Source: an optimization exercise on an open RTL-to-GDS flow (aim: small area and a short achievable clock period). Production flows keep margins and buffers that such runs may drop.

==> v19 <==
Design matrix_ctrl, start of the top module:
module matrix_ctrl (
    input  logic            clk,
    input  logic            rstn,
    input  mcu_pkg::inst_t  inst,
    input  logic            inst_valid,
    input  mcu_pkg::data_t  mem_rd_data_0,
    input  mcu_pkg::data_t  mem_rd_data_1,
    input  mcu_pkg::data_t  mem_rd_data_2,
    input  mcu_pkg::data_t  mem_rd_data_3,
    output mcu_pkg::addr_t  mem_addr_0,
    output mcu_pkg::addr_t  mem_addr_1,
    output mcu_pkg::addr_t  mem_addr_2,
    output mcu_pkg::addr_t  mem_addr_3,
    output logic            mem_wr_en_0,
    output logic            mem_wr_en_1,
    output logic            mem_wr_en_2,
    output logic            mem_wr_en_3,
    output mcu_pkg::data_t  a_data,
    output mcu_pkg::data_t  b_data,
    output mcu_pkg::data_t  c_data,
    output logic            macs_en,
    output logic            macs_signal,
    output logic            finish
);
export LEC_CHECK = 0
export CAP_MARGIN = 20
export CORE_MARGIN = 2
export CORE_UTILIZATION = 40
export PLACE_DENSITY = 0.6
export SETUP_SLACK_MARGIN = 1.15
export SLEW_MARGIN = 20
create_clock -name core_clock -period 3.5 [get_ports {clk}]
standard.sh (not shown) runs the stock make flow with config.mk's settings and CLKGATE_MAP_FILE= SYNTH_SCRIPT=/design/flow/synth_recipe.tcl, a recipe that flattens the netlist after the stock synthesis.
==> flow/flow/run.sh <==
#!/bin/bash
# Standard layout, with the port buffers made of buf_1 cells instead of the
# delay buffers buffer_ports picks by default.
export BUFFER_PORTS_ARGS="-buffer_cell sky130_fd_sc_hd__buf_1"
bash standard.sh > standard.log 2>&1
==> v33 (differences from v19) <==
==> flow/design.v (replaced) <==
package mcu_pkg;
    typedef logic [28-1:0]       inst_t;
    typedef logic [12-1:0]       addr_t;
    typedef logic [(12 + 2)-1:0]        ptr_t;
    typedef logic [64-1:0]       data_t;
    typedef logic [6-1:0] upc_t;
    typedef logic [14-1:0]      uinst_t;
    typedef logic [11-1:0]       loop_t;
    typedef enum logic [1:0] {
        ST_IDLE,
        ST_FETCH,
        ST_DECODE,
        ST_EXEC
    } ctrl_state_t;
endpackage
module matrix_ctrl (
    input  logic            clk,
    input  logic            rstn,
    input  mcu_pkg::inst_t  inst,
    input  logic            inst_valid,
    input  mcu_pkg::data_t  mem_rd_data_0,
    input  mcu_pkg::data_t  mem_rd_data_1,
    input  mcu_pkg::data_t  mem_rd_data_2,
    input  mcu_pkg::data_t  mem_rd_data_3,
    output mcu_pkg::addr_t  mem_addr_0,
    output mcu_pkg::addr_t  mem_addr_1,
    output mcu_pkg::addr_t  mem_addr_2,
    output mcu_pkg::addr_t  mem_addr_3,
    output logic            mem_wr_en_0,
    output logic            mem_wr_en_1,
    output logic            mem_wr_en_2,
    output logic            mem_wr_en_3,
    output mcu_pkg::data_t  a_data,
    output mcu_pkg::data_t  b_data,
    output mcu_pkg::data_t  c_data,
    output logic            macs_en,
    output logic            macs_signal,
    output logic            finish
);
    localparam logic [3:0] S_IDLE  = 4'd0,
                           S_FETCH = 4'd1,
                           S_D0    = 4'd2,
                           S_D1    = 4'd3,
                           S_D2    = 4'd4,
                           S_D3    = 4'd5,
                           S_D4    = 4'd6,
                           S_D5    = 4'd7,
                           S_E0    = 4'd8,
                           S_MARK0 = 4'd9,
                           S_MARK1 = 4'd10,
                           S_MAC0  = 4'd11,
                           S_MAC1  = 4'd12,
                           S_WEN   = 4'd13,
                           S_DONE  = 4'd14;
    logic [3:0]  state, next_state;
    logic [11:0] a_q, b_q, c_q;           
    logic [3:0]  a_oh, b_oh, c_oh;        
    logic [13:0] s1, s2, s3;              
    logic [11:0] idx;                     
    logic        is_mac, sign_q;          
    logic [10:0] cnt;                     
    logic        msig;
    wire st_fetch = (state == S_FETCH);
    wire st_d0    = (state == S_D0);
    wire st_d1    = (state == S_D1);
    wire st_d2    = (state == S_D2);
    wire st_d3    = (state == S_D3);
    wire st_d5    = (state == S_D5);
    wire st_idle  = (state == S_IDLE);
    wire st_mac   = (state == S_MAC0) | (state == S_MAC1);
    wire st_wen   = (state == S_WEN);
    wire last     = (cnt == 11'd1);
    always_comb begin
        case (state)
            S_IDLE:  next_state = S_FETCH;
            S_FETCH: next_state = inst_valid ? S_D0 : S_FETCH;
            S_D0:    next_state = S_D1;
            S_D1:    next_state = S_D2;
            S_D2:    next_state = S_D3;
            S_D3:    next_state = S_D4;
            S_D4:    next_state = S_D5;
            S_D5:    next_state = S_E0;
            S_E0:    next_state = is_mac ? S_MARK0 : S_DONE;
            S_MARK0: next_state = S_MARK1;
            S_MARK1: next_state = S_MAC0;
            S_MAC0:  next_state = S_MAC1;
            S_MAC1:  next_state = S_WEN;
            S_WEN:   next_state = last ? S_DONE : S_MARK1;
            default: next_state = S_IDLE;
        endcase
    end
    always_ff @(posedge clk or negedge rstn) begin
        if (!rstn) begin
            state <= S_IDLE;
            msig  <= 1'b0;
            a_q   <= '0;
            b_q   <= '0;
            c_q   <= '0;
            a_oh  <= 4'b0001;
            b_oh  <= 4'b0001;
            c_oh  <= 4'b0001;
        end else begin
            state <= next_state;
            if (st_idle) msig <= 1'b0;
            else if (st_d0) msig <= is_mac & sign_q;
            if (st_d5) begin
                a_q  <= s3[11:0];
                b_q  <= s2[11:0];
                c_q  <= s1[11:0];
                a_oh <= 4'b0001 << s3[13:12];
                b_oh <= 4'b0001 << s2[13:12];
                c_oh <= 4'b0001 << s1[13:12];
            end else begin
                if (st_mac) begin
                    a_q <= a_q + 1'b1;
                    b_q <= b_q + 1'b1;
                end
                if (st_wen) c_q <= c_q + 1'b1;
            end
        end
    end
    always_ff @(posedge clk) begin
        s1 <= mem_rd_data_0[13:0];
        s2 <= s1;
        s3 <= s2;
        if (st_fetch) begin
            idx    <= inst[24:13];
            is_mac <= (inst[27:25] == 3'b100);
            sign_q <= inst[12];
            cnt    <= {5'd0, inst[11:6]};
        end else if (st_wen) begin
            cnt <= cnt - 1'b1;
        end
    end
    assign macs_signal = msig;
    assign macs_en     = st_mac;
    assign finish      = (state == S_DONE);
    assign mem_wr_en_0 = st_wen & c_oh[1];
    assign mem_wr_en_1 = st_wen & c_oh[0];
    assign mem_wr_en_2 = st_wen & c_oh[3];
    assign mem_wr_en_3 = st_wen & c_oh[2];
    wire c_hi = c_oh[2] | c_oh[3];
    logic [11:0] port_addr [4];
    always_comb begin
        for (int p = 0; p < 4; p++) begin
            if (c_hi == p[1])   port_addr[p] = c_q;
            else if (b_oh[p])   port_addr[p] = b_q;
            else if (a_oh[p])   port_addr[p] = a_q;
            else                port_addr[p] = 12'd0;
        end
    end
    wire table_en = st_d1 | st_d2 | st_d3;
    wire [3:0] table_idx = st_d1 ? idx[11:8] : st_d2 ? idx[7:4] : idx[3:0];
    assign mem_addr_0 = table_en ? {8'd0, table_idx} : port_addr[0];
    assign mem_addr_1 = port_addr[1];
    assign mem_addr_2 = port_addr[2];
    assign mem_addr_3 = port_addr[3];
    always_comb begin
        a_data = '0;
        b_data = '0;
        c_data = '0;
        a_data = ({64{a_oh[0]}} & mem_rd_data_0) | ({64{a_oh[1]}} & mem_rd_data_1) |
                 ({64{a_oh[2]}} & mem_rd_data_2) | ({64{a_oh[3]}} & mem_rd_data_3);
        b_data = ({64{b_oh[0]}} & mem_rd_data_0) | ({64{b_oh[1]}} & mem_rd_data_1) |
                 ({64{b_oh[2]}} & mem_rd_data_2) | ({64{b_oh[3]}} & mem_rd_data_3);
        c_data = ({64{c_oh[0]}} & mem_rd_data_0) | ({64{c_oh[1]}} & mem_rd_data_1) |
                 ({64{c_oh[2]}} & mem_rd_data_2) | ({64{c_oh[3]}} & mem_rd_data_3);
    end
endmodule
Settings changed: SETUP_SLACK_MARGIN 1.15 to 0.0.
==> v7 (differences from v19) <==
--- a/flow/design.v
+++ b/flow/design.v
@@ -53,67 +53,61 @@
                            S_WEN   = 4'd13,
                            S_DONE  = 4'd14;
     logic [3:0]  state, next_state;
     logic [11:0] a_q, b_q, c_q;           
     logic [3:0]  a_oh, b_oh, c_oh;        
     logic [13:0] s1, s2, s3;              
     logic [11:0] idx;                     
+    logic        is_mac;                  
     logic [10:0] cnt;                     
     logic        msig;
     logic        ten;                     
-    logic        mac_q, wen_q, done_q;    
     wire st_fetch = (state == S_FETCH);
     wire st_d0    = (state == S_D0);
     wire st_d1    = (state == S_D1);
     wire st_d2    = (state == S_D2);
     wire st_d3    = (state == S_D3);
     wire st_d5    = (state == S_D5);
     wire st_idle  = (state == S_IDLE);
-    wire st_mac   = mac_q;
-    wire st_wen   = wen_q;
+    wire st_mac   = (state == S_MAC0) | (state == S_MAC1);
+    wire st_wen   = (state == S_WEN);
     wire last     = (cnt == 11'd1);
     always_comb begin
         case (state)
             S_IDLE:  next_state = S_FETCH;
             S_FETCH: next_state = inst_valid ? S_D0 : S_FETCH;
             S_D0:    next_state = S_D1;
             S_D1:    next_state = S_D2;
             S_D2:    next_state = S_D3;
             S_D3:    next_state = S_D4;
             S_D4:    next_state = S_D5;
             S_D5:    next_state = S_E0;
-            S_E0:    next_state = cnt[10] ? S_DONE : S_MARK0;
+            S_E0:    next_state = is_mac ? S_MARK0 : S_DONE;
             S_MARK0: next_state = S_MARK1;
             S_MARK1: next_state = S_MAC0;
             S_MAC0:  next_state = S_MAC1;
             S_MAC1:  next_state = S_WEN;
             S_WEN:   next_state = last ? S_DONE : S_MARK1;
             default: next_state = S_IDLE;
         endcase
     end
     always_ff @(posedge clk or negedge rstn) begin
         if (!rstn) begin
             state <= S_IDLE;
             msig  <= 1'b0;
             ten   <= 1'b0;
-            mac_q <= 1'b0;
-            wen_q <= 1'b0;
-            done_q <= 1'b0;
             a_q   <= '0;
             b_q   <= '0;
             c_q   <= '0;
             a_oh  <= 4'b0001;
             b_oh  <= 4'b0001;
             c_oh  <= 4'b0001;
         end else begin
             state <= next_state;
             ten   <= st_d0 | st_d1 | st_d2;
-            mac_q <= (next_state == S_MAC0) | (next_state == S_MAC1);
-            wen_q <= (next_state == S_WEN);
-            done_q <= (next_state == S_DONE);
             if (st_idle) msig <= 1'b0;
             else if (st_fetch && inst_valid) msig <= (inst[27:25] == 3'b100) & inst[12];
             if (st_d5) begin
                 a_q  <= s3[11:0];
                 b_q  <= s2[11:0];
                 c_q  <= s1[11:0];
                 a_oh <= 4'b0001 << s3[13:12];
@@ -131,47 +125,41 @@
     always_ff @(posedge clk) begin
         s1 <= mem_rd_data_0[13:0];
         s2 <= s1;
         s3 <= s2;
         if (st_fetch) idx <= inst[24:13];
         else if (ten) idx <= {idx[7:0], 4'd0};    
         if (st_fetch) begin
-            cnt    <= {inst[27:25] != 3'b100, 4'd0, inst[11:6]};
+            is_mac <= (inst[27:25] == 3'b100);
+            cnt    <= {5'd0, inst[11:6]};
         end else if (st_wen) begin
             cnt <= cnt - 1'b1;
         end
     end
     assign macs_signal = msig & ~st_d0;    
     assign macs_en     = st_mac;
-    assign finish      = done_q;
+    assign finish      = (state == S_DONE);
     wire [3:0] a_n = ~a_oh;
     wire [3:0] b_n = ~b_oh;
     wire [3:0] c_n = ~c_oh;
     assign mem_wr_en_0 = st_wen & c_oh[1];
     assign mem_wr_en_1 = st_wen & c_oh[0];
     assign mem_wr_en_2 = st_wen & c_oh[3];
     assign mem_wr_en_3 = st_wen & c_oh[2];
-    wire c_lo = c_oh[0] | c_oh[1];
-    logic [3:0] sel_c, sel_b, sel_a;
+    wire c_hi = c_oh[2] | c_oh[3];
+    logic [11:0] port_addr [4];
     always_comb begin
         for (int p = 0; p < 4; p++) begin
-            sel_c[p] = (p < 2) ? c_lo : ~c_lo;
-            sel_b[p] = ~sel_c[p] & b_oh[p];
-            sel_a[p] = ~sel_c[p] & ~b_oh[p] & a_oh[p];
+            if (c_hi == p[1])   port_addr[p] = c_q;
+            else if (b_oh[p])   port_addr[p] = b_q;
+            else if (a_oh[p])   port_addr[p] = a_q;
+            else                port_addr[p] = 12'd0;
         end
     end
-    wire [3:0] gate0 = {3'b111, ~ten};
-    logic [11:0] port_addr [4];
-    always_comb begin
-        for (int p = 0; p < 4; p++)
-            port_addr[p] = ({12{sel_c[p] & gate0[p]}} & c_q) |
-                           ({12{sel_b[p] & gate0[p]}} & b_q) |
-                           ({12{sel_a[p] & gate0[p]}} & a_q);
-    end
-    assign mem_addr_0 = port_addr[0] | {8'd0, {4{ten}} & idx[11:8]};
+    assign mem_addr_0 = ten ? {8'd0, idx[11:8]} : port_addr[0];
     assign mem_addr_1 = port_addr[1];
     assign mem_addr_2 = port_addr[2];
     assign mem_addr_3 = port_addr[3];
     assign a_data = (mem_rd_data_0 | {64{a_n[0]}}) & (mem_rd_data_1 | {64{a_n[1]}}) &
                     (mem_rd_data_2 | {64{a_n[2]}}) & (mem_rd_data_3 | {64{a_n[3]}});
     assign b_data = (mem_rd_data_0 | {64{b_n[0]}}) & (mem_rd_data_1 | {64{b_n[1]}}) &
                     (mem_rd_data_2 | {64{b_n[2]}}) & (mem_rd_data_3 | {64{b_n[3]}});
Settings changed: SETUP_SLACK_MARGIN 1.15 to 1.4.
==> v28 (differences from v19) <==
Settings changed: SETUP_SLACK_MARGIN 1.15 to 0.0.
==> flow_summary.toml <==
[cells_and_area]
final-seq-area_um2 = 2890

[worst_setup_path]
crit_fanout = 17
startpoint_type = "register"
rr_startpoint = "state[2]"
crit_family = "simple AND/OR/NAND/NOR gates"
crit_type = "register to primary output"
cp.depth = 6

[place]
globalplace.congestion = 0.984

[clock_network]
cts_tree = "yes"

[global_routing]
gr-usage-met2_pct = 65.0

[synthesis]
synth_top_area_share_pct = 29.5
ys_seq_area_share_pct = 29.4

[status]
status = "timing/DRC/antenna clean"

[timing]
fmax_ghz = 0.315
hold_viol = 0

[detailed_routing]
viasPerCell = 6.08
# the run above: v33

==> flow_summary.toml <==
[status]
status = "timing/DRC/antenna clean"

[worst_setup_path]
crit_type = "register to primary output"
crit_family = "buffers and inverters"
rr_startpoint = "state[1]"
cp.depth = 8
startpoint_type = "register"
crit_fanout = 8

[timing]
fmax_ghz = 0.328

[clock_network]
cts_tree = "yes"

[synthesis]
synth_top_area_share_pct = 17.3

[cells_and_area]
final-seq-area_um2 = 2950
# the run above: v19

==> flow_summary.toml <==
[status]
status = "did not finish"
stop_stage = "5_1_grt"
error_line = "[ERROR GRT-0232] Routing congestion too high. Check the congestion heatmap in the GUI."

[synthesis]
synth_top_family_by_area = "compound AO/OA/AOI/OAI gates"
synth_top_area_share_pct = 18.8
yosysWarnings = 2

[global_routing]
gr-usage-met2_pct = 87.4

[place]
globalplace.congestion = 1.02

[clock_network]
cts.path.max_buffers = 2
# the run above: v7

==> flow_summary.toml <==
[status]
status = "timing/DRC/antenna clean"

[synthesis]
synth_top_area_share_pct = 17.3

[worst_setup_path]
crit_fanout = 39
cp.depth = 4
crit_family = "buffers and inverters"
startpoint_type = "register"
rr_startpoint = "state[1]"

[global_routing]
gr-usage-met2_pct = 65.5

[clock_network]
cts_tree = "yes"

[detailed_routing]
viasPerCell = 6.38

[cells_and_area]
final-seq-area_um2 = 2930

[place]
globalplace.congestion = 0.913
# the run above: v28

No run of this note included a check of the RTL's function; only the layout flow was run.

re-timing with driven ports:
The flow's constraints put no driver on any port. The routed layouts listed below were extracted and timed again, unchanged, in two steps.
Step 1 sets driving cells, clkbuf_16 on the clock port and buf_2 on the other inputs (assumed; they add their load-dependent delay and slew).
Step 2 times the ports against the registers' clock, not the clock port: input delays grow and output delays shrink by t, the midpoint of the rising clock arrivals with the driver on.
Three values: no drivers, after step 1, after step 2; two values: the first two.
| run | t, ns | setup WS [ns] | latest minus earliest clock arrival (ns) | slew at the worst register clock pin (ns) |
|---|---|---|---|---|
| v19 | 0.490 | 0.453 / 0.397 / 0.774 | 0.011 / 0.011 | 0.06 / 0.06 |
| v33 | 0.466 | 0.325 / 0.278 / 0.743 | 0.011 / 0.011 | 0.06 / 0.06 |
| v28 | 0.467 | 0.299 / 0.249 / 0.716 | 0.010 / 0.010 | 0.06 / 0.06 |
After both steps every run listed still meets setup and hold.
